This is an optimization exercise on Yosys and OpenROAD, whose aim is small area, a short achievable clock period and few clock cycles, not a production implementation. Function was checked by simulation only, so behaviour that the tests miss may differ from the original. No activity file was given, so power comes from the tool's default toggle rates.

**standard.sh**
```bash
#!/bin/bash
# synth_recipe.tcl (not shown) runs the flow's synth.tcl, then flattens the netlist and writes it again
# the make line also repeats each setting of config.mk as NAME=value (left out here)
make -C /OpenROAD-flow-scripts/flow DESIGN_CONFIG=/design/flow/config.mk WORK_HOME=/design/flow/orfs CLKGATE_MAP_FILE= SYNTH_SCRIPT=/design/flow/synth_recipe.tcl "${@:-finish}"
```
**design.v**
```verilog
package udp_bridge_pkg;
	typedef logic [63:0] stream_data_t;
	typedef logic [7:0]  stream_keep_t;
	typedef logic [47:0] mac_addr_t;
	typedef logic [31:0] ip_addr_t;
	typedef logic [15:0] udp_port_t;
	typedef enum logic [1:0] {
		RX_IDLE,                            
		RX_PASS,                            
		RX_DROP                             
	} rx_state_e;
	typedef enum logic {
		TX_IDLE,                            
		TX_DATA                             
	} tx_state_e;
	localparam mac_addr_t DEF_LOCAL_MAC  = 48'hba0203040506;
	localparam ip_addr_t  DEF_LOCAL_IP   = 32'hc0a8006f;     
	localparam ip_addr_t  DEF_BCAST_IP   = 32'hc0a800ff;     
	localparam udp_port_t DEF_LOCAL_PORT = 16'd10086;        
	localparam mac_addr_t BCAST_MAC      = 48'hffffffffffff;
endpackage
`timescale 1ns/100ps
`timescale 1ns/100ps
`timescale 1ns/100ps
`timescale 1ns/100ps
module udp_bridge_top #(
	parameter udp_bridge_pkg::mac_addr_t LOCAL_MAC       = udp_bridge_pkg::DEF_LOCAL_MAC,
	parameter udp_bridge_pkg::ip_addr_t  LOCAL_IP        = udp_bridge_pkg::DEF_LOCAL_IP,
	parameter udp_bridge_pkg::ip_addr_t  BCAST_IP        = udp_bridge_pkg::DEF_BCAST_IP,
	parameter udp_bridge_pkg::udp_port_t LOCAL_PORT      = udp_bridge_pkg::DEF_LOCAL_PORT,
	parameter int                        FIFO_ADDR_WIDTH = 4
) (
	input  logic                         clk,
	input  logic                         rst_n,
	input  logic                         tx_axis_tvalid,
	output logic                         tx_axis_tready,
	input  udp_bridge_pkg::stream_data_t tx_axis_tdata,
	input  udp_bridge_pkg::stream_keep_t tx_axis_tkeep,
	input  logic                         tx_axis_tlast,
	output logic                         rx_axis_tvalid,
	input  logic                         rx_axis_tready,
	output udp_bridge_pkg::stream_data_t rx_axis_tdata,
	output udp_bridge_pkg::stream_keep_t rx_axis_tkeep,
	output logic                         rx_axis_tlast,
	output logic                         udp_tx_tvalid,
	output logic                         udp_tx_tlast,
	output udp_bridge_pkg::stream_keep_t udp_tx_tkeep,
	output udp_bridge_pkg::stream_data_t udp_tx_tdata,
	output udp_bridge_pkg::mac_addr_t    udp_tx_mac_src,
	output udp_bridge_pkg::mac_addr_t    udp_tx_mac_dest,
	output udp_bridge_pkg::ip_addr_t     udp_tx_ip_src,
	output udp_bridge_pkg::ip_addr_t     udp_tx_ip_dest,
	output udp_bridge_pkg::udp_port_t    udp_tx_port_src,
	output udp_bridge_pkg::udp_port_t    udp_tx_port_dest,
	input  logic                         udp_tx_tready,
	input  logic                         udp_rx_tvalid,
	input  logic                         udp_rx_tlast,
	input  udp_bridge_pkg::stream_keep_t udp_rx_tkeep,
	input  udp_bridge_pkg::stream_data_t udp_rx_tdata,
	input  udp_bridge_pkg::mac_addr_t    udp_rx_mac_src,
	input  udp_bridge_pkg::ip_addr_t     udp_rx_ip_src,
	input  udp_bridge_pkg::ip_addr_t     udp_rx_ip_dest,
	input  udp_bridge_pkg::udp_port_t    udp_rx_port_src,
	input  udp_bridge_pkg::udp_port_t    udp_rx_port_dest,
	output logic                         udp_rx_tready
);
	logic        rx_v;
	logic [72:0] rx_q;
	logic        rx_in_pkt;       
	logic        rx_acc_q;        
	logic        accept;
	logic        pass;
	logic        rx_xfer;
	logic        rx_first_acc;
	assign accept = (udp_rx_port_dest == LOCAL_PORT) &&
	                ((udp_rx_ip_dest == LOCAL_IP) || (udp_rx_ip_dest == BCAST_IP));
	assign pass   = rx_in_pkt ? rx_acc_q : accept;
	assign udp_rx_tready = !rx_v || rx_axis_tready;
	assign rx_xfer       = udp_rx_tvalid && udp_rx_tready;
	assign rx_first_acc  = rx_xfer && !rx_in_pkt && accept;
	always_ff @(posedge clk or negedge rst_n) begin
		if (!rst_n) begin
			rx_v      <= 1'b0;
			rx_in_pkt <= 1'b0;
			rx_acc_q  <= 1'b0;
		end else begin
			if (udp_rx_tready)
				rx_v <= rx_xfer && pass;
			if (rx_xfer) begin
				rx_in_pkt <= !udp_rx_tlast;
				rx_acc_q  <= pass;
			end
		end
	end
	always_ff @(posedge clk) begin
		if (udp_rx_tready)
			rx_q <= {udp_rx_tlast, udp_rx_tkeep, udp_rx_tdata};
	end
	assign rx_axis_tvalid = rx_v;
	assign {rx_axis_tlast, rx_axis_tkeep, rx_axis_tdata} = rx_q;
	udp_bridge_pkg::mac_addr_t peer_mac;
	udp_bridge_pkg::ip_addr_t  peer_ip;
	udp_bridge_pkg::udp_port_t peer_port;
	udp_bridge_pkg::mac_addr_t peer_mac_n;
	udp_bridge_pkg::ip_addr_t  peer_ip_n;
	udp_bridge_pkg::udp_port_t peer_port_n;
	assign peer_mac_n  = rx_first_acc ? udp_rx_mac_src  : peer_mac;
	assign peer_ip_n   = rx_first_acc ? udp_rx_ip_src   : peer_ip;
	assign peer_port_n = rx_first_acc ? udp_rx_port_src : peer_port;
	always_ff @(posedge clk or negedge rst_n) begin
		if (!rst_n) begin
			peer_mac  <= udp_bridge_pkg::BCAST_MAC;
			peer_ip   <= BCAST_IP;
			peer_port <= LOCAL_PORT;
		end else begin
			peer_mac  <= peer_mac_n;
			peer_ip   <= peer_ip_n;
			peer_port <= peer_port_n;
		end
	end
	logic        tx_v;
	logic [72:0] tx_q;
	logic        tx_in_pkt;       
	udp_bridge_pkg::mac_addr_t hdr_mac;
	udp_bridge_pkg::ip_addr_t  hdr_ip;
	udp_bridge_pkg::udp_port_t hdr_port;
	assign tx_axis_tready = !tx_v || udp_tx_tready;
	always_ff @(posedge clk or negedge rst_n) begin
		if (!rst_n) begin
			tx_v      <= 1'b0;
			tx_in_pkt <= 1'b0;
		end else begin
			if (tx_axis_tready)
				tx_v <= tx_axis_tvalid;
			if (tx_axis_tvalid && tx_axis_tready)
				tx_in_pkt <= !tx_axis_tlast;
		end
	end
	always_ff @(posedge clk) begin
		if (tx_axis_tready)
			tx_q <= {tx_axis_tlast, tx_axis_tkeep, tx_axis_tdata};
	end
	always_ff @(posedge clk) begin
		if (tx_axis_tready && !tx_in_pkt) begin
			hdr_mac  <= peer_mac_n;
			hdr_ip   <= peer_ip_n;
			hdr_port <= peer_port_n;
		end
	end
	assign udp_tx_tvalid = tx_v;
	assign {udp_tx_tlast, udp_tx_tkeep, udp_tx_tdata} = tx_q;
	assign udp_tx_mac_src   = LOCAL_MAC;
	assign udp_tx_ip_src    = LOCAL_IP;
	assign udp_tx_port_src  = LOCAL_PORT;
	assign udp_tx_mac_dest  = hdr_mac;
	assign udp_tx_ip_dest   = hdr_ip;
	assign udp_tx_port_dest = hdr_port;
endmodule
```
**flow/run.sh**
```bash
#!/bin/bash
# The standard ORFS flow (the standard.sh, unchanged synthesis), with:
#  - ports buffered with the smallest buffer instead of the default choice
#  - clock tree built from small clock buffers, without dummy loads
set -uo pipefail
export BUFFER_PORTS_ARGS="-buffer_cell sky130_fd_sc_hd__buf_1"
export CTS_ARGS="-sink_clustering_enable -repair_clock_nets -dont_use_dummy_load -buf_list {sky130_fd_sc_hd__clkbuf_2 sky130_fd_sc_hd__clkbuf_4 sky130_fd_sc_hd__clkbuf_8}"
bash standard.sh finish > standard.log 2>&1
```
**constraint.sdc**
```tcl
create_clock -name core_clock -period 5.0 [get_ports {clk}]
set_input_delay 1.0000 -clock core_clock [delete_from_list [all_inputs] [get_ports {clk}]]
set_output_delay 1.0000 -clock core_clock [all_outputs]
set_load 0.01 [all_outputs]
```
**config.mk**
```make
export PLATFORM = sky130hd
export DESIGN_NAME = udp_bridge_top
export DESIGN_NICKNAME = udp_bridge_top
export VERILOG_FILES = /design/flow/design.v
export SDC_FILE = /design/flow/constraint.sdc
export NUM_CORES = 4
export LEC_CHECK = 0
export CAP_MARGIN = 20
export CORE_AREA = 2 2 220 220
export DIE_AREA = 0 0 222 222
export SLEW_MARGIN = 20
```
==> impl_metrics.toml, run 1 <==
[outcome]
status = "no timing/DRC/antenna violations"

[yosys]
synth_top_family_by_area = "multiplexers"
synth_xor_area_share_pct = 0.07271
ys.flop_type = "edfxtp_1"
yosysWarnings = 1
synthTopCellsByCount = "242 x edfxtp_1, 96 x buf_4, 78 x mux2_2"
async_flop_share_pct = 29.45
synth-adder-area-share_pct = 0
yosysMostFrequentCell = "edfxtp_1"
ys_seq_area_share_pct = 82.03
syn_area_mm2 = 0.01205
synth-simple-area-share_pct = 1.631
syn_inst = 580
ys_top_cells_by_area = "edfxtp_1 60%, dfstp_2 15%, mux2_2 7.3%"
avgSynthCellArea_um2 = 20.77
synthMuxAreaShare_pct = 9.505
synth.top_cell.area_share_pct = 60.33
synth_compound_area_share_pct = 0.1766
yosys.area.top_type = "edfxtp_1"
synth_edf_count = 242
yosys_register_bits = 343
ys_types = 29

[layout]
fillerInstances = 4682
synthToLayoutAreaGrowth_pct = 27.28
multi_input_area_mm2 = 0.001762
area.sequential_mm2 = 0.009881
drive_gt1_share_pct = 20.31
fin_nets = 1475

[sta]
relSlewSlack_pct = 49.72
rsz0062_at_grt = "no"
slew_viol_final = 0
worst_pin_slew_ps = 754.2
skew_ps = 55.29
hold_viol = 0
fin_crit_sh_pct = 61.64
min_period_ps = 3082
setup_viol = 0
fin_setup_tns_ps = 0
max_freq_mhz = 324.5

[worst_setup_path]
cp-end-kind = "flip-flop"
cp_slowest_cell = "nand3_4"
worst_setup_path_start_kind = "input port"
critPathKind = "input port to flip-flop"
crit_buf_inv = 2
critPathMaxFanout = 39
critPathMaxStageDelay_ps = 600
cp_cell_sequence = "buf_1 -> nor4b_1 -> nand3_1 -> nor4_2 -> nand3_4 -> buf_4 -> mux2_4"
cp_top_family = "simple AND/OR/NAND/NOR gates"
cp.required_ps = 5370
critical_path_arrival_ps = 3450

[die]
initial_core_util_pct = 25.76
die_h_um = 222
core_mm2 = 0.04675
dieArea_mm2 = 0.04928
die_x_um = 222
io_pins = 638
fp-row-count = 79

[clock_network]
cts_sinks = 343
htree_levels = 2
clk_latency_ps = 620
numCtsBuffers = 59
cts_setup_buffers = 0
clk_pin_slew_worst_paths_ps = 60
tritoncts = "built"
clk_path_buf_depth = 3
clockRootBuffer = "clkbuf_8"
cts_hold_buffers = 0
ctsResizeCount = 0

[routing]
finalWirelength_um = 37390
viasPerCell = 4.027
drtIter0Drc = 352
drc = 0
drt_first_pass_iters = 5
num_vias = 7189
routedWlPerCell_um = 20.95
route.antenna.remaining_nets = 0

[grt]
grt_remaining_overflow = 0
grt_pass1_vias = 7559
grtUsageTotal_pct = 14.63
grt_first_pass_wirelength_um = 51710
antenna_found_initial = 7
grt_max_degree = 97

[pwr]
finalPower_mw = 5.687
p_leak_nw = 5.739
p_per_area_mw_per_mm2 = 371.0
ir_drop_mv = 0.1875

[job]
drv_cap = 0

[place]
dp_hpwl_um = 28480
port_buffers = 541
routabilityCongestion = 1.078

[worst_hold_path]
hold_class = "input port to asynchronous set/reset pin"
==> area by class of cell <==
type	instances	area share (%)
Timing Repair Buffer	550	13.79
Tap cell	607	4.954
Sequential cell	343	64.45
Clock buffer	59	5.297
Multi-Input combinational cell	225	11.49
Antenna cell	1	0.01632
==> cell families after synthesis <==
family / count (synthesis)
flip-flops: 343
other: 2
AND/OR/NAND/NOR: 28
AO/OA/AOI/OAI: 4
multiplexers: 96
XOR/XNOR: 1
buffers and inverters: 106
==> per-stage QoR <==
step | hold slack, ps | setup WS (ps) | instance area, µm² | utilization (%) | cells
final | 323.1 | 1918 | 15330 | 32.79 | 1785
after global placement | 470.4 | 1234 | 14520 | 31.05 | 1725
after detailed placement | 478.6 | 1231 | 14520 | 31.05 | 1725
after global routing | 302.3 | 1766 | 15330 | 32.79 | 1784
after CTS | 258.3 | 1939 | 15330 | 32.79 | 1784
after floorplan | 456.9 | 379.6 | 12410 | - | 674
==> where the power goes <==
group | total, mW | internal (mW) | switching [mW]
Sequential | 3.25 | 3.21 | 0.0472
Combinational | 0.418 | 0.111 | 0.306
Clock | 2.02 | 1.03 | 0.989
Total | 5.69 | 4.34 | 1.34
==> flip-flops by register name, indices dropped and copies added (netlist names) <==
name and cells:
hdr_port 16, peer_mac 48, peer_port 16, peer_ip 32, tx_q 73, tx_in_pkt 1
rx_v 1, rx_in_pkt 1, hdr_mac 48, hdr_ip 32, rx_acc_q 1, rx_q 73
tx_v 1
==> cells in the final DEF (no fill, tap or decap), types with 2 or more instances in the layout <==
cell	n
mux2_4	17
nor4_2	2
mux2_2	78
buf_1	540
nor4_1	2
dfstp_2	69
nor2_1	2
edfxtp_1	242
nand2_1	4
clkbuf_8	59
buf_4	8
conb_1	96
nand2b_4	2
o21ai_0	2
nand3_1	4
nand4b_1	2
nor4bb_1	3
dfrtp_1	32
==> routing by layer <==
layer / GRT usage (%) / part of all wire (%)
met5: 0 / 0.10
met4: 5.166 / 2.5
met3: 7.593 / 13
met2: 22.62 / 47
met1: 17.42 / 38
==> final timing paths <==
check	start	end	slack [ps]	depth (start not counted)
max reg2reg	rx_v	hdr_port[5]	2180	6
max in group asynchronous	rst_n	peer_ip[29]	3650	2
min reg2reg	peer_ip[29]	peer_ip[29]	490	1
min	rst_n	peer_ip[18]	320	1
max	udp_rx_ip_dest[17]	hdr_port[5]	1920	7
min in group core_clock	peer_ip[29]	peer_ip[29]	490	1
Testbench counts, summed over its fixed seeds: cycles 8,840.
==> inputs of run 2 (changes only) <==
--- a/config.mk
+++ b/config.mk
@@ -8,4 +8,5 @@
 export CAP_MARGIN = 20
 export CORE_AREA = 2 2 220 220
 export DIE_AREA = 0 0 222 222
+export SETUP_SLACK_MARGIN = 2.6
 export SLEW_MARGIN = 20
==> impl_metrics.toml, run 2 <==
[outcome]
status = "no timing/DRC/antenna violations"

[layout]
synthToLayoutAreaGrowth_pct = 29.87
fin_nets = 1487
drive_gt1_share_pct = 22.79
reg.largest.list = "rx_q: 73 flops, tx_q: 73 flops"
final_cell_mix = "530 x buf_1, 242 x edfxtp_1, 96 x conb_1, 78 x mux2_2, 69 x dfstp_2"
layout_commonest_cell = "buf_1"
fillerInstances = 4706

[grt]
antenna_found_initial = 8
grt_remaining_overflow = 0
grtUsageTotal_pct = 16.39
grt_first_pass_wirelength_um = 56950
grt_max_degree = 97
grt_pass1_vias = 7789

[routing]
num_vias = 7277
finalWirelength_um = 41460
drt_first_pass_iters = 4
viasPerCell = 4.045
route.antenna.remaining_nets = 0
routedWlPerCell_um = 23.05
drc = 0
drtIter0Drc = 296

[yosys]
syn_inst = 580
ys_types = 29
yosysWarnings = 1
async_flop_share_pct = 29.45
syn_area_mm2 = 0.01205
synth.top_cell.area_share_pct = 60.33
ys_top_cells_by_area = "edfxtp_1 60%, dfstp_2 15%, mux2_2 7.3%"
yosys.area.top_type = "edfxtp_1"
yosysMostFrequentCell = "edfxtp_1"
yosys_register_bits = 343
ys.flop_type = "edfxtp_1"
synth_edf_count = 242
ys_seq_area_share_pct = 82.03
avgSynthCellArea_um2 = 20.77
synthTopCellsByCount = "242 x edfxtp_1, 96 x buf_4, 78 x mux2_2"

[clock_network]
clockRootBuffer = "clkbuf_8"
numCtsBuffers = 60
cts_sinks = 343
tritoncts = "built"
clk_path_buf_depth = 3
clk_latency_ps = 620
htree_levels = 2
clk_pin_slew_worst_paths_ps = 60

[sta]
min_period_ps = 2416
hold_viol = 0
worst_pin_slew_ps = 893.0
relSlewSlack_pct = 40.47
skew_ps = 50.67
rsz0062_at_grt = "yes"
fin_setup_tns_ps = 0
setup_viol = 0
slew_viol_final = 0
max_freq_mhz = 413.9
fin_crit_sh_pct = 48.32

[die]
fp-row-count = 79
core_mm2 = 0.04675
die_x_um = 222
die_h_um = 222
io_pins = 638
dieArea_mm2 = 0.04928
initial_core_util_pct = 25.76

[worst_setup_path]
cp_slowest_cell = "edfxtp_1"
crit_buf_inv = 1
critPathMaxStageDelay_ps = 570
worst_setup_path_start_kind = "flip-flop"
critPathKind = "flip-flop to primary output"
cp_top_family = "flip-flops"
regToRegStartpoint = "rx_v"
r2r_end = "hdr_port[3]"
critical_path_arrival_ps = 1420
cp_cell_sequence = "clkbuf_2"
r2r_cells = 8
critPathMaxFanout = 2
cp-end-kind = "primary output"
reg2reg_slack_ps = 2780
cp.required_ps = 4000

[pwr]
finalPower_mw = 5.734
p_per_area_mw_per_mm2 = 366.5
p_leak_nw = 5.903
ir_drop_mv = 0.2166

[place]
port_buffers = 541
routabilityCongestion = 0.9784
dp_hpwl_um = 30790

[job]
drv_cap = 0

[worst_hold_path]
hold_class = "input port to asynchronous set/reset pin"
-- run 2: cells by family after synthesis --
logic type / Yosys count / synth area share, %
flops: 343 / 82.03
buf+inv: 106 / 6.523
mux: 96 / 9.504
simple gates: 28 / 1.631
compound gates: 4 / 0.1766
other cells: 2 / 0.06235
xor+xnor: 1 / 0.07273
-- run 2: metrics by stage --
step / std cells / worst slack (ps) / hold WS (ps) / instance area, µm² / util (%)
final: 1799 / 2584 / 399.6 / 15640 / 33.46
after global routing: 1799 / 2517 / 395.4 / 15640 / 33.46
after CTS: 1795 / 2530 / 354.8 / 15590 / 33.35
after detailed placement: 1722 / 1488 / 478.3 / 14530 / 31.08
after global placement: 1722 / 1492 / 474.8 / 14530 / 31.08
after floorplan: 674 / 1351 / 465.2 / 12510 / -
-- run 2: timing repair --
action                     4_1_cts  5_1_grt
pin swaps                        4        3
resized for setup               23        7
cloned                           4        1
setup buffers                    9        0
setup endpoints to repair      186       91
hold buffers                     0        0
-- run 2: routing by layer --
metal	GRT usage, %	wire length (µm)
met1	19.69	16040
met3	6.494	4263
met4	5.078	836
met2	27.03	20270
met5	0	49
-- run 2: worst max-delay path by stage --
stage | from | endpoint | slack [ps] | cells past startpoint
after floorplan | udp_tx_tready | hdr_ip[0] | 1350 | 2
final | tx_q[7] | udp_tx_tdata[7] | 2580 | 1
after global placement | udp_rx_ip_dest[17] | hdr_port[3] | 1490 | 7
after global routing | tx_q[7] | udp_tx_tdata[7] | 2520 | 1
after CTS | tx_q[7] | udp_tx_tdata[7] | 2530 | 1
after detailed placement | udp_rx_ip_dest[17] | hdr_port[3] | 1490 | 7
-- run 2: power breakdown --
group	internal [mW]	switching [mW]
Combinational	0.117	0.299
Sequential	3.21	0.0582
Clock	1.05	1.01
-- run 2: layout make-up --
cell class / instances / area [µm²] / share of cell area (%)
Multi-Input combinational cell: 227 / 1852 / 11.84
Clock buffer: 60 / 825.8 / 5.279
Sequential cell: 343 / 9883 / 63.18
Timing Repair Buffer: 559 / 2316 / 14.80
Tap cell: 607 / 759.5 / 4.855
Antenna cell: 3 / 7.507 / 0.04799
==> inputs of run 3 (changes only) <==
==> flow/run.sh (replaced) <==
#!/bin/bash
# The standard ORFS flow (the standard.sh, unchanged synthesis), with:
#  - ports buffered with the smallest buffer instead of the default choice
#  - clock tree built from small clock buffers, without dummy loads
set -uo pipefail
export BUFFER_PORTS_ARGS="-buffer_cell sky130_fd_sc_hd__buf_1"
export CTS_ARGS="-sink_clustering_enable -repair_clock_nets -dont_use_dummy_load -sink_clustering_size 30 -sink_clustering_max_diameter 80 -buf_list {sky130_fd_sc_hd__clkbuf_4 sky130_fd_sc_hd__clkbuf_8 sky130_fd_sc_hd__clkbuf_16}"
bash standard.sh finish > standard.log 2>&1
==> impl_metrics.toml, run 3 <==
[sta]
slew_viol_final = 0
max_freq_mhz = 403.7
worst_pin_slew_ps = 896.9
skew_ps = 43.00
setup_viol = 0
fin_setup_tns_ps = 0
hold_viol = 0
fin_crit_sh_pct = 49.54
rsz0062_at_grt = "yes"
min_period_ps = 2477
relSlewSlack_pct = 40.21
hold_slack_ps = 440.0

[die]
dieArea_mm2 = 0.04928
fp-row-count = 79
die_x_um = 222
initial_core_util_pct = 25.76
core_mm2 = 0.04675
io_pins = 638
die_h_um = 222

[routing]
top_layer = "met5"
finalWirelength_um = 41540
drtIter0Drc = 331
drt_first_pass_iters = 7
viasPerCell = 4.046
num_vias = 7153
wl_met3_um = 4686
wl_met2_um = 20640
met1_length_um = 15470
routedWlPerCell_um = 23.50
route.antenna.remaining_nets = 0
drc = 0

[yosys]
yosys.area.top_type = "edfxtp_1"
ys_seq_area_share_pct = 82.03
synth_edf_count = 242
avgSynthCellArea_um2 = 20.77
yosysMostFrequentCell = "edfxtp_1"
synth.top_cell.area_share_pct = 60.33
ys_top_cells_by_area = "edfxtp_1 60%, dfstp_2 15%, mux2_2 7.3%"
ys_types = 29
async_flop_share_pct = 29.45
syn_area_mm2 = 0.01205
synthTopCellsByCount = "242 x edfxtp_1, 96 x buf_4, 78 x mux2_2"
ys.flop_type = "edfxtp_1"
syn_inst = 580
yosysWarnings = 1
yosys_register_bits = 343

[layout]
area.sequential_mm2 = 0.009881
fin_nets = 1458
synthToLayoutAreaGrowth_pct = 28.89
multi_input_area_mm2 = 0.001868
drive_gt1_share_pct = 20.26
final_cell_mix = "535 x buf_1, 242 x edfxtp_1, 96 x conb_1, 76 x mux2_2, 69 x dfstp_2"
reg.largest.list = "rx_q: 73 flops, tx_q: 73 flops"
layout_commonest_cell = "buf_1"
design_area_mm2 = 0.01552
fillerInstances = 4713

[pwr]
finalPower_mw = 5.350
p_leak_nw = 5.836
p_per_area_mw_per_mm2 = 344.6
ir_drop_mv = 0.2795

[clock_network]
numCtsBuffers = 22
clk_pin_slew_worst_paths_ps = 100
clk_path_buf_depth = 3
cts_hold_buffers = 0
clk_latency_ps = 560
clockRootBuffer = "clkbuf_16"
cts_sinks = 343
tritoncts = "built"
htree_levels = 1

[worst_setup_path]
cp.required_ps = 5290
critPathMaxFanout = 20
critPathMaxStageDelay_ps = 560
worst-path-stages = 6
regToRegStartpoint = "rx_v"
r2r_end = "hdr_port[6]"
cp_slowest_cell = "or4_4"
critPathKind = "input port to flip-flop"
r2r_cells = 7
crit_buf_inv = 2
cp_top_family = "simple AND/OR/NAND/NOR gates"
worst_setup_path_start_kind = "input port"
critical_path_arrival_ps = 2770
cp-end-kind = "flip-flop"
reg2reg_slack_ps = 2750
cp_cell_sequence = "buf_1 -> or4_4 -> nor4_4 -> nand3_4 -> bufbuf_16 -> mux2_4"

[grt]
grt_pass1_vias = 7464
grtUsageTotal_pct = 16.08
grt_remaining_overflow = 0
antenna_found_initial = 9
grt_max_degree = 97
grt_first_pass_wirelength_um = 56260

[place]
dp_hpwl_um = 30790
port_buffers = 541
routabilityCongestion = 0.9784
postPlaceCellArea_mm2 = 0.01453

[worst_hold_path]
hold_class = "input port to asynchronous set/reset pin"

[outcome]
status = "no timing/DRC/antenna violations"

[job]
drv_cap = 0
-- run 3: cell counts after synthesis --
Identical to the previous run, type by type.
-- run 3: worst reg2reg max path, stage by stage, from the launching register on --
cell and delay [ps]:
dfrtp_1 450, nand2b_4 140, buf_4 170, nand2_4 70
nor4_4 300, nand3_4 190, bufbuf_16 370, mux2_4 340
-- run 3: cells by family after synthesis --
logic type / Yosys count / synth area share [%]
xor+xnor: 1 / 0.07273
compound gates: 4 / 0.1766
other cells: 2 / 0.06235
flops: 343 / 82.03
buf+inv: 106 / 6.523
mux: 96 / 9.504
simple gates: 28 / 1.631
-- run 3: how the worst max path moves through the flow --
stage | startpoint | endpoint | slack (ps)
4_1_cts | udp_rx_port_dest[3] | hdr_ip[29] | 2440
5_1_grt | udp_rx_port_dest[13] | hdr_ip[31] | 2470
3_3_place_gp | udp_rx_ip_dest[17] | hdr_port[3] | 1490
3_5_place_dp | udp_rx_ip_dest[17] | hdr_port[3] | 1490
6_report | udp_rx_port_dest[3] | hdr_port[6] | 2520
2_1_floorplan | udp_tx_tready | hdr_ip[0] | 1350
-- run 3: layout make-up --
class	count	share of cell area, %
diodes	1	0.01612
clock buffers	22	3.546
multi-input cells	227	12.03
flip-flops and latches	343	63.64
well taps	607	4.892
repair buffers	568	15.87
-- run 3: metrics by stage --
stage / util [%] / setup slack (ps) / std cells
2_1_floorplan: - / 1351 / 674
3_3_place_gp: 31.08 / 1492 / 1722
3_5_place_dp: 31.08 / 1488 / 1722
4_1_cts: 32.91 / 2442 / 1762
5_1_grt: 33.21 / 2473 / 1768
6_report: 33.21 / 2523 / 1768
-- run 3: where the power goes --
group | internal (mW) | switching (mW)
Combinational | 0.117 | 0.298
Clock | 0.780 | 0.900
Sequential | 3.20 | 0.0568
Total | 4.09 | 1.26
-- run 3: timing repair --
item / CTS / global route
gates cloned: 6 / 3
setup endpoints to repair: 189 / 152
resized for setup: 23 / 15
pin swaps: 4 / 7
setup buffers: 12 / 2
-- run 3: metal layers --
| layer | vias to the layer above | track usage (%) |
|---|---|---|
| li1 | 3097 | - |
| met3 | 47 | 6.281 |
| met1 | 3646 | 19.40 |
| met4 | 10 | 2.681 |
| met5 | - | 0 |
| met2 | 353 | 27.55 |
==> inputs of run 4 (changes only) <==
--- a/config.mk
+++ b/config.mk
@@ -5,6 +5,7 @@
 export SDC_FILE = /design/flow/constraint.sdc
 export NUM_CORES = 4
 export LEC_CHECK = 0
+export ABC_CLOCK_PERIOD_IN_PS = 2000
 export CAP_MARGIN = 20
 export CORE_AREA = 2 2 220 220
 export DIE_AREA = 0 0 222 222
==> impl_metrics.toml, run 4 <==
[outcome]
status = "no timing/DRC/antenna violations"

[die]
initial_core_util_pct = 25.76
core_mm2 = 0.04675
dieArea_mm2 = 0.04928
die_x_um = 222
io_pins = 638
fp-row-count = 79
die_h_um = 222

[yosys]
synth-simple-area-share_pct = 1.631
synth_edf_count = 242
syn_area_mm2 = 0.01205
synth_compound_area_share_pct = 0.1766
synth_top_family_by_area = "multiplexers"
ys_seq_area_share_pct = 82.03
synthTopCellsByCount = "242 x edfxtp_1, 96 x buf_4, 78 x mux2_2"
ys_types = 29
synth.top_cell.area_share_pct = 60.33
synth_xor_area_share_pct = 0.07271
async_flop_share_pct = 29.45
synth-adder-area-share_pct = 0
syn_inst = 580
ys_top_cells_by_area = "edfxtp_1 60%, dfstp_2 15%, mux2_2 7.3%"
yosys_register_bits = 343
yosysMostFrequentCell = "edfxtp_1"
yosys.area.top_type = "edfxtp_1"
ys.flop_type = "edfxtp_1"
synthMuxAreaShare_pct = 9.505
avgSynthCellArea_um2 = 20.77
yosysWarnings = 1

[place]
postPlaceCellArea_mm2 = 0.01453
routabilityCongestion = 0.9784
port_buffers = 541
dp.cells = 1722
dp_hpwl_um = 30790

[layout]
final_cells = 1768
fillerInstances = 4713
final_cell_mix = "535 x buf_1, 242 x edfxtp_1, 96 x conb_1, 76 x mux2_2, 69 x dfstp_2"
fin_nets = 1458
reg.largest.list = "rx_q: 73 flops, tx_q: 73 flops"
layout_commonest_cell = "buf_1"
design_area_mm2 = 0.01552
synthToLayoutAreaGrowth_pct = 28.89
drive_gt1_share_pct = 20.26

[clock_network]
clockRootBuffer = "clkbuf_16"
numCtsBuffers = 22
clk_path_buf_depth = 3
clk_latency_ps = 560
htree_levels = 1
clk_pin_slew_worst_paths_ps = 100
cts_sinks = 343
cts_hold_buffers = 0
tritoncts = "built"

[routing]
routedWlPerCell_um = 23.50
num_vias = 7153
drtIter0Drc = 331
drc = 0
finalWirelength_um = 41540
viasPerCell = 4.046
route.antenna.remaining_nets = 0
drt_first_pass_iters = 7

[grt]
antenna_found_initial = 9
grt_pass1_vias = 7464
grt_first_pass_wirelength_um = 56260
grt_remaining_overflow = 0
grt_max_degree = 97
grtUsageTotal_pct = 16.08

[sta]
setup_viol = 0
max_freq_mhz = 403.7
fin_crit_sh_pct = 49.54
slew_viol_final = 0
min_period_ps = 2477
rsz0062_at_grt = "yes"
hold_viol = 0
relSlewSlack_pct = 40.21
fin_setup_tns_ps = 0
hold_slack_ps = 440.0
worst_pin_slew_ps = 896.9
skew_ps = 43.00

[worst_hold_path]
hold_class = "input port to asynchronous set/reset pin"

[worst_setup_path]
critPathMaxStageDelay_ps = 560
critPathMaxFanout = 20
critical_path_arrival_ps = 2770
critPathKind = "input port to flip-flop"
worst_setup_path_start_kind = "input port"
cp_slowest_cell = "or4_4"
cp_top_family = "simple AND/OR/NAND/NOR gates"
crit_buf_inv = 2
cp_cell_sequence = "buf_1 -> or4_4 -> nor4_4 -> nand3_4 -> bufbuf_16 -> mux2_4"
cp.required_ps = 5290
cp-end-kind = "flip-flop"

[job]
drv_cap = 0

[pwr]
p_per_area_mw_per_mm2 = 344.6
ir_drop_mv = 0.2795
p_leak_nw = 5.836
[run 4: path summary, 6_finish.rpt]
kind,startpoint,endpoint,slack (ps),cells past startpoint
worst min register to register,peer_ip[14],peer_ip[14],490,1
worst max register to register,rx_v,hdr_port[6],2750,7
min in group core_clock,peer_ip[14],peer_ip[14],490,1
worst min-delay path,rst_n,peer_ip[15],440,1
worst max-delay path,udp_rx_port_dest[3],hdr_port[6],2520,6
max in group asynchronous,rst_n,peer_port[9],3600,2
[run 4: through the flow]
| stage | power (mW) | setup WS (ps) | util (%) |
|---|---|---|---|
| finish | 5.350 | 2523 | 33.21 |
| global route | 5.573 | 2473 | 33.21 |
| CTS | 5.450 | 2442 | 32.91 |
| detailed placement | 3.729 | 1488 | 31.08 |
| global placement | 3.729 | 1492 | 31.08 |
| floorplan | 3.498 | 1351 | - |
[run 4: cell type report]
| class | count | area, µm² | share of cell area (%) |
|---|---|---|---|
| Clock buffer | 22 | 550.5 | 3.546 |
| Multi-Input combinational cell | 227 | 1868 | 12.03 |
| Sequential cell | 343 | 9881 | 63.64 |
| Timing Repair Buffer | 568 | 2464 | 15.87 |
| Tap cell | 607 | 759.5 | 4.892 |
| Antenna cell | 1 | 2.502 | 0.01612 |
[run 4: where the power goes]
group	leakage, nW	switching, mW	total [mW]	internal [mW]
clock network	0.271	0.900	1.68	0.780
logic	1.97	0.298	0.415	0.117
registers	3.59	0.0568	3.25	3.20
total	5.84	1.26	5.35	4.09
[run 4: routing by layer]
metal  vias to the layer above  share of wire [%]  GRT usage (%)
met4                        10                1.6          2.681
met5                         -               0.15              0
li1                       3097                  -              -
met2                       353                 50          27.55
met3                        47                 11          6.281
met1                      3646                 37          19.40
[run 4: cells by family after synthesis]
logic type	after synthesis
other	2
DFF	343
xor gates and xnor gates	1
muxes	96
buffers and inverters	106
AOI/OAI and AO/OA	4
and+or+nand+nor	28
[run 4: repair_timing]
| action | 4_1_cts | 5_1_grt |
|---|---|---|
| setup buffers | 12 | 2 |
| endpoints found under the setup margin | 189 | 152 |
| pin swaps | 4 | 7 |
| cloned | 6 | 3 |
| resized for setup | 23 | 15 |
==> inputs of run 5 (changes only) <==
==> flow/run.sh (replaced) <==
#!/bin/bash
# The standard ORFS flow (the standard.sh, unchanged synthesis), with:
#  - ports buffered with the smallest buffer instead of the default choice
#  - clock tree built from small clock buffers, without dummy loads
set -uo pipefail
export BUFFER_PORTS_ARGS="-buffer_cell sky130_fd_sc_hd__buf_1"
export CTS_ARGS="-sink_clustering_enable -repair_clock_nets -dont_use_dummy_load -sink_clustering_size 20 -sink_clustering_max_diameter 50 -buf_list {sky130_fd_sc_hd__clkbuf_4 sky130_fd_sc_hd__clkbuf_8}"
bash standard.sh finish > standard.log 2>&1
--- a/config.mk
+++ b/config.mk
@@ -5,7 +5,6 @@
 export SDC_FILE = /design/flow/constraint.sdc
 export NUM_CORES = 4
 export LEC_CHECK = 0
-export ABC_CLOCK_PERIOD_IN_PS = 2000
 export CAP_MARGIN = 20
 export CORE_AREA = 2 2 220 220
 export DIE_AREA = 0 0 222 222
==> impl_metrics.toml, run 5 <==
[layout]
multi_input_area_mm2 = 0.001874
area.sequential_mm2 = 0.009881
reg.largest.list = "rx_q: 73 flops, tx_q: 73 flops"
final_cell_mix = "532 x buf_1, 242 x edfxtp_1, 96 x conb_1, 70 x mux2_2, 69 x dfstp_2"
fillerInstances = 4670
fin_nets = 1488
synthToLayoutAreaGrowth_pct = 31.28
layout_commonest_cell = "buf_1"
drive_gt1_share_pct = 22.52

[sta]
skew_ps = 60.41
slew_viol_final = 0
min_period_ps = 2465
worst_pin_slew_ps = 906.4
relSlewSlack_pct = 39.57
fin_crit_sh_pct = 49.31
fin_setup_tns_ps = 0
setup_viol = 0
max_freq_mhz = 405.6
hold_viol = 0
hold_slack_ps = 393.7
rsz0062_at_grt = "yes"

[grt]
grt_remaining_overflow = 0
grtUsageTotal_pct = 16.63
grt_pass1_vias = 7696
antenna_found_initial = 10
grt_first_pass_wirelength_um = 57500
grt_max_degree = 97

[job]
drv_cap = 0

[yosys]
ys_seq_area_share_pct = 82.03
synth_edf_count = 242
ys_types = 29
ys.flop_type = "edfxtp_1"
avgSynthCellArea_um2 = 20.77
yosysWarnings = 1
yosys.area.top_type = "edfxtp_1"
synthTopCellsByCount = "242 x edfxtp_1, 96 x buf_4, 78 x mux2_2"
syn_inst = 580
ys_top_cells_by_area = "edfxtp_1 60%, dfstp_2 15%, mux2_2 7.3%"
async_flop_share_pct = 29.45
syn_area_mm2 = 0.01205
yosysMostFrequentCell = "edfxtp_1"
synth.top_cell.area_share_pct = 60.33
yosys_register_bits = 343

[worst_setup_path]
critPathKind = "input port to flip-flop"
r2r_cells = 9
reg2reg_slack_ps = 2710
regToRegStartpoint = "rx_v"
critical_path_arrival_ps = 2770
cp.required_ps = 5300
cp-end-kind = "flip-flop"
endpoint = "hdr_port[0]"
r2r_end = "hdr_port[0]"
critPathMaxFanout = 5
worst_setup_path_start_kind = "input port"
critPathLaunch = "udp_rx_ip_dest[16]"

[die]
core_mm2 = 0.04675
dieArea_mm2 = 0.04928
initial_core_util_pct = 25.76
die_x_um = 222
io_pins = 638
fp-row-count = 79
die_h_um = 222

[clock_network]
clk_pin_slew_worst_paths_ps = 110
tritoncts = "built"
htree_levels = 2
clk_latency_ps = 610
clk_path_buf_depth = 3
cts_sinks = 343
cts_hold_buffers = 0
numCtsBuffers = 39
clockRootBuffer = "clkbuf_8"

[pwr]
p_seq_share_pct = 61.5
clkPwrFrac_pct = 30.6
p_per_area_mw_per_mm2 = 334.8
internal_power_mw = 4.010
swShare_pct = 24.24
p_leak_nw = 6.011
p_comb_share_pct = 7.9
ir_drop_mv = 0.2351
netSwitchingPower_mw = 1.283

[routing]
viasPerCell = 4.050
num_vias = 7290
routedWlPerCell_um = 23.66
route.antenna.remaining_nets = 0
finalWirelength_um = 42580
drtIter0Drc = 359
drt_first_pass_iters = 4
drc = 0

[place]
routabilityCongestion = 0.9784
port_buffers = 541
dp_hpwl_um = 30790

[worst_hold_path]
hold_class = "input port to asynchronous set/reset pin"

[outcome]
status = "no timing/DRC/antenna violations"
## run 5: worst min-delay path by stage
stage                      from     endpoint  cells after the start
CTS                       rst_n  peer_ip[15]                      1
global route              rst_n  peer_ip[15]                      1
global placement    peer_ip[17]  peer_ip[17]                      1
detailed placement  peer_ip[29]  peer_ip[29]                      1
floorplan           peer_ip[28]  peer_ip[28]                      1
finish                    rst_n  peer_ip[15]                      1
## run 5: metal layers
layer / GRT usage [%] / share of wire (%) / up-vias
li1: - / - / 3156
met1: 19.51 / 37 / 3661
met2: 27.85 / 49 / 393
met3: 6.613 / 11 / 70
met4: 5.405 / 2.3 / 10
met5: 0 / 0.15 / -
## run 5: cells by family after synthesis
kind of cell              count (synthesis)  synth area share [%]
DFF                                     343                 82.03
buffers and inverters                   106                 6.523
muxes                                    96                 9.504
and+or+nand+nor                          28                 1.631
AOI/OAI and AO/OA                         4                0.1766
other                                     2               0.06235
xor gates and xnor gates                  1               0.07273
## run 5: power groups by stage
stage | registers, mW | clock network (mW) | logic [mW]
after global placement | 3.31 | 0 | 0.414
after floorplan | 3.37 | 0 | 0.132
after detailed placement | 3.32 | 0 | 0.413
after CTS | 3.26 | 1.72 | 0.422
final | 3.26 | 1.62 | 0.416
after global routing | 3.27 | 1.81 | 0.452
## run 5: repair_timing
item | in CTS | in global routing
setup endpoints to repair | 181 | 130
pin swaps | 4 | 7
resized for setup | 36 | 18
gates cloned | 11 | 6
buffers inserted | 14 | 5
## run 5: stage by stage
stage	setup slack, ps	util [%]	cell area (µm²)	power, mW	cells
finish	2535	33.82	15810	5.293	1800
CTS	2488	33.31	15570	5.403	1786
global route	2506	33.82	15810	5.531	1800
floorplan	1351	-	12510	3.498	674
global placement	1492	31.08	14530	3.729	1722
detailed placement	1488	31.08	14530	3.729	1722
## run 5: final cells by class
class	count	share of cell area, %
Antenna cell	3	0.04748
Timing Repair Buffer	581	17.42
Sequential cell	343	62.49
Multi-Input combinational cell	227	11.85
Tap cell	607	4.803
Clock buffer	39	3.395
## run 5: worst max-delay path: stages
cell	delay [ps]
buf_1	100
nor4b_2	320
nand3_1	190
nor4_4	260
nand3_4	130
buf_12	170
buf_8	130
buf_16	140
mux2_4	310
==> inputs of run 6 (changes only) <==
==> flow/run.sh (replaced) <==
#!/bin/bash
# The standard ORFS flow (the standard.sh, unchanged synthesis), with:
#  - ports buffered with the smallest buffer instead of the default choice
#  - clock tree built from small clock buffers, without dummy loads
set -uo pipefail
export BUFFER_PORTS_ARGS="-buffer_cell sky130_fd_sc_hd__buf_1"
export CTS_ARGS="-sink_clustering_enable -repair_clock_nets -dont_use_dummy_load -sink_clustering_size 12 -sink_clustering_max_diameter 40 -buf_list {sky130_fd_sc_hd__clkbuf_4}"
bash standard.sh finish > standard.log 2>&1
==> impl_metrics.toml, run 6 <==
[outcome]
status = "no timing/DRC/antenna violations"

[sta]
finalWorstSetupSlack_ps = 2432
slew_viol_final = 0
fin_crit_sh_pct = 51.37
hold_viol = 0
skew_ps = 125.0
worst_pin_slew_ps = 911.7
rsz0062_at_grt = "yes"
hold_slack_ps = 215.7
max_freq_mhz = 389.4
relSlewSlack_pct = 39.22
setup_viol = 0
fin_setup_tns_ps = 0
min_period_ps = 2568

[die]
io_pins = 638
fp-row-count = 79
dieArea_mm2 = 0.04928
die_x_um = 222
core_mm2 = 0.04675
die_h_um = 222
initial_core_util_pct = 25.76

[job]
drv_cap = 0

[clock_network]
htree_levels = 2
tritoncts = "built"
clk_latency_ps = 790
cts_sinks = 343
clk_path_buf_depth = 3
clk_pin_slew_worst_paths_ps = 110
numCtsBuffers = 58
cts_hold_buffers = 0
clockRootBuffer = "clkbuf_4"

[yosys]
synth-simple-area-share_pct = 1.631
async_flop_share_pct = 29.45
ys_seq_area_share_pct = 82.03
synthTopCellsByCount = "242 x edfxtp_1, 96 x buf_4, 78 x mux2_2"
yosysWarnings = 1
synthMuxAreaShare_pct = 9.505
yosys.area.top_type = "edfxtp_1"
yosys_register_bits = 343
ys.flop_type = "edfxtp_1"
ys_top_cells_by_area = "edfxtp_1 60%, dfstp_2 15%, mux2_2 7.3%"
syn_area_mm2 = 0.01205
synth_top_family_by_area = "multiplexers"
avgSynthCellArea_um2 = 20.77
ys_types = 29
synth_edf_count = 242
syn_inst = 580
synth_compound_area_share_pct = 0.1766
yosysMostFrequentCell = "edfxtp_1"
synth.top_cell.area_share_pct = 60.33
synth_xor_area_share_pct = 0.07271
synth-adder-area-share_pct = 0

[worst_setup_path]
cp_top_family = "flip-flops"
critPathMaxFanout = 1
cp-end-kind = "primary output"
cp_slowest_cell = "edfxtp_1"
worst_setup_path_start_kind = "flip-flop"
critPathMaxStageDelay_ps = 560
critPathKind = "flip-flop to primary output"
cp_cell_sequence = "buf_6"
critical_path_arrival_ps = 1570
crit_buf_inv = 1
cp.required_ps = 4000

[layout]
fin_nets = 1488
design_area_mm2 = 0.01558
fillerInstances = 4726
layout_commonest_cell = "buf_1"
final_core_util_pct = 33.32
area.sequential_mm2 = 0.009883
final_cells = 1802
final_cell_mix = "395 x buf_1, 242 x edfxtp_1, 96 x conb_1, 81 x clkbuf_2, 77 x mux2_2"
reg.largest.list = "rx_q: 73 flops, tx_q: 73 flops"
drive_gt1_share_pct = 34.12
multi_input_area_mm2 = 0.001846
synthToLayoutAreaGrowth_pct = 29.31

[routing]
viasPerCell = 4.052
num_vias = 7301
finalWirelength_um = 41340
drt_first_pass_iters = 4
drc = 0
drtIter0Drc = 333
routedWlPerCell_um = 22.94
route.antenna.remaining_nets = 0

[place]
dp_hpwl_um = 30790
postPlaceCellArea_mm2 = 0.01453
routabilityCongestion = 0.9784
port_buffers = 541
dp.cells = 1722
dp_slack_ps = 1488

[grt]
grtUsageTotal_pct = 16.27
antenna_found_initial = 10
grt_pass1_vias = 7647
grt_first_pass_wirelength_um = 56790
grt_max_degree = 97
grt_remaining_overflow = 0

[pwr]
finalPower_mw = 5.161
ir_drop_mv = 0.1843
p_leak_nw = 6.203
p_per_area_mw_per_mm2 = 331.4

[worst_hold_path]
hold_class = "input port to asynchronous set/reset pin"
==> run 6: repair_timing <==
action                                 CTS  global route
endpoints found under the hold margin    0             0
cloned                                   4             2
setup buffers                            9             2
setup endpoints to repair              301           178
gates resized for setup                101            98
pin swaps                                2             7
==> run 6: logic make-up after synthesis <==
kind of cell | count (synthesis)
AND/OR/NAND/NOR | 28
multiplexers | 96
flip-flops | 343
AO/OA/AOI/OAI | 4
XOR/XNOR | 1
buffers and inverters | 106
other | 2
==> run 6: path summary, 6_finish.rpt <==
path / from / cells past startpoint / slack [ps] / end
worst max-delay path: tx_q[13] / 1 / 2430 / udp_tx_tdata[13]
worst min-delay path: rst_n / 1 / 220 / peer_ip[15]
worst max register to register: rx_v / 8 / 2690 / hdr_mac[31]
worst min register to register: peer_port[3] / 1 / 500 / peer_port[3]
max in group asynchronous: rst_n / 2 / 3740 / peer_mac[30]
min in group core_clock: udp_rx_tdata[61] / 1 / 360 / rx_q[61]
==> run 6: final cells by class <==
type,instances,share of cell area [%]
Clock buffer,58,2.795
Timing Repair Buffer,562,16.95
Sequential cell,343,63.45
Tap cell,607,4.876
Antenna cell,5,0.08033
Multi-Input combinational cell,227,11.85
==> run 6: power breakdown <==
| group | switching (mW) | internal, mW | leakage (nW) |
|---|---|---|---|
| clock network | 0.931 | 0.525 | 0.267 |
| logic | 0.301 | 0.147 | 2.35 |
| registers | 0.0587 | 3.20 | 3.59 |
| total | 1.29 | 3.87 | 6.20 |
==> run 6: metal layers <==
layer	part of all wire (%)	track usage (%)	vias to the layer above
met5	0.12	0	-
met4	1.5	3.662	8
met3	11	6.348	57
met2	49	27.20	390
met1	38	19.84	3665
li1	-	-	3181
==> inputs of run 7 (changes only) <==
==> run.sh (new file) <==
#!/bin/bash
# synth_recipe.tcl (not shown) runs the flow's synth.tcl, then flattens the netlist and writes it again
# the make line also repeats each setting of config.mk as NAME=value (left out here)
make -C /OpenROAD-flow-scripts/flow DESIGN_CONFIG=/design/flow/config.mk WORK_HOME=/design/flow/orfs CLKGATE_MAP_FILE= SYNTH_SCRIPT=/design/flow/synth_recipe.tcl finish
--- a/config.mk
+++ b/config.mk
@@ -6,7 +6,6 @@
 export NUM_CORES = 4
 export LEC_CHECK = 0
 export CAP_MARGIN = 20
-export CORE_AREA = 2 2 220 220
-export DIE_AREA = 0 0 222 222
-export SETUP_SLACK_MARGIN = 2.6
+export CORE_MARGIN = 2
+export CORE_UTILIZATION = 40
 export SLEW_MARGIN = 20
removed: flow/run.sh
removed: standard.sh
==> impl_metrics.toml, run 7 <==
[die]
die_x_um = 177.5
fp-row-count = 63
initial_core_util_pct = 40.64
die_h_um = 177.5

[yosys]
yosys_register_bits = 343
yosys.area.top_type = "edfxtp_1"
syn_area_mm2 = 0.01205
ys.flop_type = "edfxtp_1"
syn_inst = 580
synthMuxAreaShare_pct = 9.505
synth.top_cell.area_share_pct = 60.33
synth_edf_count = 242
synth-simple-area-share_pct = 1.631
yosysMostFrequentCell = "edfxtp_1"
synth_top_family_by_area = "multiplexers"
synthTopCellsByCount = "242 x edfxtp_1, 96 x buf_4, 78 x mux2_2"
synth_xor_area_share_pct = 0.07271
synth_compound_area_share_pct = 0.1766
async_flop_share_pct = 29.45
ys_types = 29
avgSynthCellArea_um2 = 20.77
yosysWarnings = 1
ys_top_cells_by_area = "edfxtp_1 60%, dfstp_2 15%, mux2_2 7.3%"
synth-adder-area-share_pct = 0
ys_seq_area_share_pct = 82.03

[outcome]
stop_stage = "I/O pin placement (3_2_place_iop)"
status = "aborted with a tool error"
toolErrorMsg = "[ERROR PPL-0024] Number of IO pins (638) exceeds maximum number of available positions (636). Increase the die perimeter from 710.12um to 867.68um."
run 7: kinds of logic after synthesis:
family                    Yosys count
and+or+nand+nor                    28
buffers and inverters             106
other                               2
DFF                               343
xor gates and xnor gates            1
muxes                              96
AOI/OAI and AO/OA                   4
==> inputs of run 8 (changes only) <==
--- a/design.v
+++ b/design.v
@@ -101,37 +101,36 @@
 	udp_bridge_pkg::mac_addr_t peer_mac;
 	udp_bridge_pkg::ip_addr_t  peer_ip;
 	udp_bridge_pkg::udp_port_t peer_port;
-	udp_bridge_pkg::mac_addr_t peer_mac_n;
-	udp_bridge_pkg::ip_addr_t  peer_ip_n;
-	udp_bridge_pkg::udp_port_t peer_port_n;
-	assign peer_mac_n  = rx_first_acc ? udp_rx_mac_src  : peer_mac;
-	assign peer_ip_n   = rx_first_acc ? udp_rx_ip_src   : peer_ip;
-	assign peer_port_n = rx_first_acc ? udp_rx_port_src : peer_port;
 	always_ff @(posedge clk or negedge rst_n) begin
 		if (!rst_n) begin
 			peer_mac  <= udp_bridge_pkg::BCAST_MAC;
 			peer_ip   <= BCAST_IP;
 			peer_port <= LOCAL_PORT;
-		end else begin
-			peer_mac  <= peer_mac_n;
-			peer_ip   <= peer_ip_n;
-			peer_port <= peer_port_n;
+		end else if (rx_first_acc) begin
+			peer_mac  <= udp_rx_mac_src;
+			peer_ip   <= udp_rx_ip_src;
+			peer_port <= udp_rx_port_src;
 		end
 	end
-	logic        tx_v;
+	logic        tx_v;            
+	logic        tx_hide;         
 	logic [72:0] tx_q;
 	logic        tx_in_pkt;       
+	logic        tx_first_push;
 	udp_bridge_pkg::mac_addr_t hdr_mac;
 	udp_bridge_pkg::ip_addr_t  hdr_ip;
 	udp_bridge_pkg::udp_port_t hdr_port;
-	assign tx_axis_tready = !tx_v || udp_tx_tready;
+	assign tx_axis_tready = !tx_v || (udp_tx_tready && !tx_hide);
+	assign tx_first_push  = tx_axis_tvalid && tx_axis_tready && !tx_in_pkt;
 	always_ff @(posedge clk or negedge rst_n) begin
 		if (!rst_n) begin
 			tx_v      <= 1'b0;
+			tx_hide   <= 1'b0;
 			tx_in_pkt <= 1'b0;
 		end else begin
 			if (tx_axis_tready)
 				tx_v <= tx_axis_tvalid;
+			tx_hide <= (tx_first_push || tx_hide) && rx_first_acc;
 			if (tx_axis_tvalid && tx_axis_tready)
 				tx_in_pkt <= !tx_axis_tlast;
 		end
@@ -141,13 +140,13 @@
 			tx_q <= {tx_axis_tlast, tx_axis_tkeep, tx_axis_tdata};
 	end
 	always_ff @(posedge clk) begin
-		if (tx_axis_tready && !tx_in_pkt) begin
-			hdr_mac  <= peer_mac_n;
-			hdr_ip   <= peer_ip_n;
-			hdr_port <= peer_port_n;
+		if (tx_first_push || tx_hide) begin
+			hdr_mac  <= peer_mac;
+			hdr_ip   <= peer_ip;
+			hdr_port <= peer_port;
 		end
 	end
-	assign udp_tx_tvalid = tx_v;
+	assign udp_tx_tvalid = tx_v && !tx_hide;
 	assign {udp_tx_tlast, udp_tx_tkeep, udp_tx_tdata} = tx_q;
 	assign udp_tx_mac_src   = LOCAL_MAC;
 	assign udp_tx_ip_src    = LOCAL_IP;
==> flow/run.sh (new file) <==
#!/bin/bash
# The standard ORFS flow (the standard.sh, unchanged synthesis), with:
#  - ports buffered with the smallest buffer instead of the default choice
#  - clock tree built from larger clusters, without dummy loads
#  - the constant outputs driven from one shared tie cell
set -euo pipefail
export BUFFER_PORTS_ARGS="-buffer_cell sky130_fd_sc_hd__buf_1"
export CTS_ARGS="-sink_clustering_enable -repair_clock_nets -dont_use_dummy_load -buf_list {sky130_fd_sc_hd__clkbuf_2 sky130_fd_sc_hd__clkbuf_4 sky130_fd_sc_hd__clkbuf_8}"
bash standard.sh floorplan > standard_floorplan.log 2>&1
R=orfs/results/sky130hd/udp_bridge_top/base
printf 'read_db %s\nsource flow/share_ties.tcl\nwrite_db %s\n' $R/2_floorplan.odb $R/2_floorplan.odb > share_ties_run.tcl
openroad -no_init -exit share_ties_run.tcl > share_ties.log 2>&1
bash standard.sh finish > standard.log 2>&1
==> flow/share_ties.tcl (new file) <==
# Drive every constant output from one tie cell: the HI pin of the first
# sky130 conb drives all tie-high nets' loads and its LO pin all tie-low loads;
# the other tie cells are removed.
set db [ord::get_db]
set block [ord::get_db_block]
set hi_net ""
set lo_net ""
set keep ""
set removed 0
foreach inst [$block getInsts] {
  if {[[$inst getMaster] getName] ne "sky130_fd_sc_hd__conb_1"} { continue }
  if {$keep eq ""} { set keep $inst }
}
if {$keep eq ""} { puts "share_ties: no tie cells"; return }
foreach it [$keep getITerms] {
  set n [$it getNet]
  set p [[$it getMTerm] getName]
  if {$p eq "HI"} { if {$n eq "NULL"} { set n [odb::dbNet_create $block "tie_hi_shared"]; $it connect $n }; set hi_net $n }
  if {$p eq "LO"} { if {$n eq "NULL"} { set n [odb::dbNet_create $block "tie_lo_shared"]; $it connect $n }; set lo_net $n }
}
foreach inst [$block getInsts] {
  if {[[$inst getMaster] getName] ne "sky130_fd_sc_hd__conb_1"} { continue }
  if {$inst eq $keep} { continue }
  foreach it [$inst getITerms] {
    set n [$it getNet]
    if {$n eq "NULL"} { continue }
    set p [[$it getMTerm] getName]
    if {$p eq "HI"} { set to $hi_net } elseif {$p eq "LO"} { set to $lo_net } else { continue }
    foreach bt [$n getBTerms] { $bt connect $to }
    foreach lit [$n getITerms] { if {[$lit getInst] ne $inst} { $lit connect $to } }
    $it disconnect
    odb::dbNet_destroy $n
  }
  odb::dbInst_destroy $inst
  incr removed
}
puts "share_ties: removed $removed tie cells; HI loads [llength [$hi_net getBTerms]]+[expr {[llength [$hi_net getITerms]]-1}], LO loads [llength [$lo_net getBTerms]]+[expr {[llength [$lo_net getITerms]]-1}]"
==> standard.sh (new file) <==
#!/bin/bash
# synth_recipe.tcl (not shown) runs the flow's synth.tcl, then flattens the netlist and writes it again
# the make line also repeats each setting of config.mk as NAME=value (left out here)
make -C /OpenROAD-flow-scripts/flow DESIGN_CONFIG=/design/flow/config.mk WORK_HOME=/design/flow/orfs CLKGATE_MAP_FILE= SYNTH_SCRIPT=/design/flow/synth_recipe.tcl "${@:-finish}"
--- a/config.mk
+++ b/config.mk
@@ -6,6 +6,7 @@
 export NUM_CORES = 4
 export LEC_CHECK = 0
 export CAP_MARGIN = 20
-export CORE_MARGIN = 2
-export CORE_UTILIZATION = 40
+export CORE_AREA = 2 2 220 220
+export DIE_AREA = 0 0 222 222
+export SETUP_SLACK_MARGIN = 2.6
 export SLEW_MARGIN = 20
removed: run.sh
==> impl_metrics.toml, run 8 <==
[yosys]
synth_top_family_by_area = "multiplexers"
synth-simple-area-share_pct = 1.539
ys_types = 26
synth_edf_count = 242
ys_top_cells_by_area = "edfxtp_1 60%, dfstp_2 15%, mux2_2 8.3%"
yosys.area.top_type = "edfxtp_1"
yosysMostFrequentCell = "edfxtp_1"
syn_inst = 586
ys.flop_type = "edfxtp_1"
synth-adder-area-share_pct = 0
avgSynthCellArea_um2 = 20.54
synth.top_cell.area_share_pct = 60.39
synthMuxAreaShare_pct = 9.201
yosys_register_bits = 344
synth_xor_area_share_pct = 0.07278
yosysWarnings = 1
synth_compound_area_share_pct = 0.2287
synthTopCellsByCount = "242 x edfxtp_1, 96 x buf_4, 89 x mux2_2"
syn_area_mm2 = 0.01203
ys_seq_area_share_pct = 82.31
async_flop_share_pct = 29.65

[worst_setup_path]
r2r_cells = 7
critPathMaxFanout = 8
regToRegStartpoint = "rx_v"
cp_slowest_cell = "or4_4"
cp_top_family = "simple AND/OR/NAND/NOR gates"
reg2reg_slack_ps = 2590
critPathMaxStageDelay_ps = 580
worst-path-stages = 8
crit_buf_inv = 3
critPathKind = "input port to flip-flop"
r2r_end = "peer_port[15]"
critical_path_arrival_ps = 2980
cp_cell_sequence = "buf_1 -> nand2b_4 -> nand2_4 -> or4_4 -> or4_4 -> buf_6 -> buf_16 -> mux2_2"
worst_setup_path_start_kind = "input port"
cp.required_ps = 5470
cpMostUsedCell = "or4_4"
cp-end-kind = "flip-flop"

[clock_network]
clk_path_buf_depth = 3
htree_levels = 2
cts_sinks = 344
clk_pin_slew_worst_paths_ps = 60
clockRootBuffer = "clkbuf_8"
clk_latency_ps = 650
numCtsBuffers = 58
tritoncts = "built"

[routing]
viasPerCell = 4.203
drc = 0
drt_first_pass_iters = 4
finalWirelength_um = 37290
num_vias = 7233
route.antenna.remaining_nets = 0
routedWlPerCell_um = 21.67
drtIter0Drc = 390

[die]
io_pins = 638
fp-row-count = 79
dieArea_mm2 = 0.04928
die_h_um = 222
core_mm2 = 0.04675
initial_core_util_pct = 25.74
die_x_um = 222

[sta]
fin_setup_tns_ps = 0
fin_crit_sh_pct = 50.17
worst_pin_slew_ps = 735.3
setup_viol = 0
max_freq_mhz = 398.7
rsz0062_at_grt = "yes"
slew_viol_final = 0
relSlewSlack_pct = 50.98
min_period_ps = 2508
skew_ps = 100.6
hold_viol = 0

[layout]
final_cells = 1721
reg.largest.list = "rx_q: 73 flops, tx_q: 73 flops"
synthToLayoutAreaGrowth_pct = 28.51
fin_nets = 1409
final_core_util_pct = 33.08
drive_gt1_share_pct = 24.59
final_cell_mix = "536 x buf_1, 242 x edfxtp_1, 89 x mux2_2, 69 x dfstp_2, 58 x clkbuf_8"
layout_commonest_cell = "buf_1"

[grt]
grt_remaining_overflow = 0
grt_pass1_vias = 7571
grtUsageTotal_pct = 14.65
grt_max_degree = 98
antenna_found_initial = 12
grt_first_pass_wirelength_um = 52240

[place]
dp_hpwl_um = 25830
routabilityCongestion = 0.8711
port_buffers = 541
dp.cells = 1631

[pwr]
internal_power_mw = 4.316
netSwitchingPower_mw = 1.292
clkPwrFrac_pct = 35.6
p_leak_nw = 5.657
ir_drop_mv = 0.1761
p_per_area_mw_per_mm2 = 362.6
p_comb_share_pct = 6.8
p_seq_share_pct = 57.6
swShare_pct = 23.04

[worst_hold_path]
holdPathEnd = "hdr_ip[24]"
min_path_cells = 0
min-delay-start = "peer_ip[24]"
hold_class = "flip-flop to flip-flop"

[outcome]
status = "no timing/DRC/antenna violations"

[job]
drv_cap = 0
## run 8: per-layer routing
metal / wire length, µm / part of all wire (%) / global-route usage [%] / up-vias
met1: 13290 / 36 / 15.71 / 3618
li1: - / - / - / 3114
met5: 109 / 0.29 / 0 / -
met4: 1328 / 3.6 / 5.841 / 16
met3: 3893 / 10 / 6.639 / 94
met2: 18670 / 50 / 25.16 / 391
## run 8: cells by family (layout without fill, tap and decap cells)
kind of cell / Yosys count / count (layout)
AO/OA/AOI/OAI: 5 / 6
XOR/XNOR: 1 / 1
buffers and inverters: 108 / 629
flip-flops: 344 / 344
multiplexers: 96 / 96
other: 2 / 5
AND/OR/NAND/NOR: 30 / 33
## run 8: worst register-to-register path: stages, from the launching register on
cell	delay, ps
dfrtp_1	410
nand2b_4	130
nand2_4	50
or4_4	490
or4_4	580
buf_6	180
buf_16	150
mux2_2	280
## run 8: cell type report
type                            count  area (µm²)
Clock buffer                       58       798.3
Timing Repair Buffer              570        2547
Inverter                            1       11.26
Tap cell                          607       759.5
Multi-Input combinational cell    137        1430
Sequential cell                   344        9908
Fill cell                        4613       31290
Antenna cell                        4       10.01
## run 8: timing repair
| action | CTS | global route |
|---|---|---|
| hold buffers | 0 | 0 |
| cloned | 11 | 1 |
| resized for setup | 35 | 2 |
| setup buffers | 15 | 1 |
| pin swaps | 5 | 4 |
| endpoints found under the setup margin | 161 | 99 |
## run 8: power by group through the flow
stage / combinational, mW / clock, mW / sequential [mW]
after floorplan: 0.127 / 0 / 3.34
after global placement: 0.380 / 0 / 3.28
after detailed placement: 0.384 / 0 / 3.28
after CTS: 0.394 / 2.11 / 3.23
after global routing: 0.413 / 2.21 / 3.24
final: 0.382 / 2.00 / 3.23
## run 8: worst max-delay path by stage
| stage | start | slack, ps | to |
|---|---|---|---|
| 2_1_floorplan | udp_tx_tready | 410 | hdr_ip[0] |
| 3_5_place_dp | rx_axis_tready | 1390 | peer_ip[28] |
| 6_report | rx_axis_tready | 2490 | peer_port[15] |
| 3_3_place_gp | rx_axis_tready | 1410 | peer_ip[28] |
| 5_1_grt | rx_axis_tready | 2480 | peer_ip[16] |
| 4_1_cts | rx_axis_tready | 2500 | udp_rx_tready |
## run 8: stage by stage
stage | total power, mW | hold WS [ps] | instance area [µm²] | worst slack (ps)
3_5_place_dp | 3.664 | 427.5 | 14130 | 1395
2_1_floorplan | 3.471 | 419.4 | 12490 | 410.8
3_3_place_gp | 3.658 | 427.0 | 14130 | 1408
6_report | 5.608 | 439.5 | 15460 | 2492
5_1_grt | 5.861 | 444.5 | 15460 | 2480
4_1_cts | 5.728 | 430.3 | 15430 | 2502
Testbench counts of run 8, summed over its fixed seeds: cycles 8,841.
==> inputs of run 9 (changes only) <==
--- a/flow/run.sh
+++ b/flow/run.sh
@@ -5,7 +5,7 @@
 #  - the constant outputs driven from one shared tie cell
 set -euo pipefail
 export BUFFER_PORTS_ARGS="-buffer_cell sky130_fd_sc_hd__buf_1"
-export CTS_ARGS="-sink_clustering_enable -repair_clock_nets -dont_use_dummy_load -buf_list {sky130_fd_sc_hd__clkbuf_2 sky130_fd_sc_hd__clkbuf_4 sky130_fd_sc_hd__clkbuf_8}"
+export CTS_ARGS="-sink_clustering_enable -repair_clock_nets -dont_use_dummy_load -sink_clustering_size 30 -sink_clustering_max_diameter 80 -buf_list {sky130_fd_sc_hd__clkbuf_4 sky130_fd_sc_hd__clkbuf_8 sky130_fd_sc_hd__clkbuf_16}"
 bash standard.sh floorplan > standard_floorplan.log 2>&1
 R=orfs/results/sky130hd/udp_bridge_top/base
 printf 'read_db %s\nsource flow/share_ties.tcl\nwrite_db %s\n' $R/2_floorplan.odb $R/2_floorplan.odb > share_ties_run.tcl
==> impl_metrics.toml, run 9 <==
[yosys]
synthTopCellsByCount = "242 x edfxtp_1, 96 x buf_4, 89 x mux2_2"
syn_inst = 586
synth_compound_area_share_pct = 0.2287
ys_seq_area_share_pct = 82.31
avgSynthCellArea_um2 = 20.54
synth-adder-area-share_pct = 0
yosys.area.top_type = "edfxtp_1"
synth_top_family_by_area = "multiplexers"
yosysWarnings = 1
syn_area_mm2 = 0.01203
synth-simple-area-share_pct = 1.539
synthMuxAreaShare_pct = 9.201

[grt]
antenna_found_initial = 10
grt.busiest_layer = "met2"
grt_pass1_vias = 7280
grt_first_pass_wirelength_um = 52050
met2_usage_pct = 25.78
grt_remaining_overflow = 0

[routing]
route.antenna.remaining_nets = 0
drtIter0Drc = 417
routedWlPerCell_um = 22.19
num_vias = 7035
drc = 0
finalWirelength_um = 37380
viasPerCell = 4.178

[layout]
final_core_util_pct = 32.60
reg.largest.list = "rx_q: 73 flops, tx_q: 73 flops"
multi_input_area_mm2 = 0.001430
area.sequential_mm2 = 0.009908
layout_commonest_cell = "buf_1"
design_area_mm2 = 0.01524
final_cells = 1684
drive_gt1_share_pct = 22.07

[job]
drv_cap = 0

[worst_setup_path]
crit_buf_inv = 3
critPathMaxStageDelay_ps = 560
r2r_cells = 7
cp_cell_sequence = "buf_1 -> nand2b_4 -> nand2_4 -> or4_4 -> or4_4 -> buf_12 -> buf_16 -> mux2_2"
critPathMaxFanout = 8
critical_path_arrival_ps = 2960
cp.required_ps = 5360
critPathKind = "input port to flip-flop"
cpMostUsedCell = "or4_4"
cp-end-kind = "flip-flop"

[pwr]
ir_drop_mv = 0.2681
finalPower_mw = 5.264
p_per_area_mw_per_mm2 = 345.4

[clock_network]
cts_sinks = 344
clk_path_buf_depth = 3
clockRootBuffer = "clkbuf_16"
tritoncts = "built"
clk_latency_ps = 570
numCtsBuffers = 22

[outcome]
status = "no timing/DRC/antenna violations"

[sta]
fin_setup_tns_ps = 0
worst_pin_slew_ps = 733.2
rsz0062_at_grt = "yes"
slew_viol_final = 0
finalWorstSetupSlack_ps = 2403
hold_slack_ps = 401.4
max_freq_mhz = 385.0

[place]
dp_hpwl_um = 25830
dp.cells = 1631
dp_slack_ps = 1395
port_buffers = 541
routabilityCongestion = 0.8711

[worst_hold_path]
min_path_cells = 0

[die]
die_x_um = 222
die_h_um = 222
fp-row-count = 79
initial_core_util_pct = 25.74
[run 9: final timing paths]
path                                     start          end  slack [ps]
worst max-delay path            rx_axis_tready  peer_ip[17]        2400
worst min-delay path               peer_ip[14]   hdr_ip[14]         400
worst max register to register            rx_v  peer_ip[17]        2520
worst min register to register     peer_ip[14]   hdr_ip[14]         400
max in group asynchronous                rst_n   peer_ip[7]        3480
min in group asynchronous                rst_n  peer_ip[13]         490
[run 9: kinds of logic (layout without fill, tap and decap cells)]
| kind of cell | Yosys count | count (layout) |
|---|---|---|
| other cells | 2 | 4 |
| buf+inv | 108 | 593 |
| simple gates | 30 | 33 |
| xor+xnor | 1 | 1 |
| compound gates | 5 | 6 |
| mux | 96 | 96 |
| flops | 344 | 344 |
[run 9: routing by layer]
layer | part of all wire, % | up-vias
met5 | 0.25 | -
met4 | 2.7 | 14
met3 | 9.2 | 60
met2 | 51 | 345
met1 | 37 | 3566
li1 | - | 3050
[run 9: where the power goes]
part / switching, mW / internal (mW) / leakage (nW) / total [mW]
Clock: 0.883 / 0.777 / 0.271 / 1.66
Combinational: 0.273 / 0.110 / 1.66 / 0.382
Sequential: 0.0355 / 3.19 / 3.59 / 3.22
Total: 1.19 / 4.07 / 5.52 / 5.26
[run 9: area by class of cell]
cell class,count,area share (%)
antenna,3,0.04925
clock buffer,22,3.612
inverter,1,0.07387
multi-input combinational,137,9.382
sequential,344,65.00
tap,607,4.982
timing repair buffer,570,16.90
[run 9: worst register-to-register path: cells and delay by family (launching register included)]
| kind | cells | cell delay (ps) |
|---|---|---|
| buffers and inverters | 2 | 320 |
| AND/OR/NAND/NOR | 4 | 1250 |
| flip-flops | 1 | 430 |
| multiplexers | 1 | 270 |
[run 9: timing repair]
| action | in CTS | in global routing |
|---|---|---|
| cloned | 13 | 0 |
| gates resized for setup | 29 | 7 |
| hold buffers | 0 | 0 |
| setup endpoints to repair | 195 | 101 |
| pin swaps | 8 | 3 |
| buffers inserted | 13 | 2 |

## afterwards: timing with drivers on the ports
The flow's constraints put no driver on any port. The routed layouts listed below were extracted and timed again, unchanged, in two steps.
Step 1, drivers: a clkbuf_16 drives clk and a buf_2 each remaining input, both assumed.
Step 2, shift: input delay + t, output delay - t, t = (earliest + latest rising clock arrival at the registers) / 2. This alone moves slack from input paths to output paths.
Three values: no drivers, after step 1, after step 2; two values: the first two.
run	t (ns)	setup WS [ns]
run 1	0.643	1.918 / 1.936 / 1.294
run 2	0.649	2.584 / 2.537 / 1.961
run 3	0.591	2.523 / 2.527 / 1.937
run 4	0.591	2.523 / 2.527 / 1.937
run 5	0.623	2.535 / 2.522 / 1.898
run 6	0.782	2.432 / 2.384 / 1.790
run 8	0.647	2.492 / 2.474 / 1.864
run 9	0.574	2.403 / 2.425 / 1.852
After both steps every run listed still meets setup and hold.
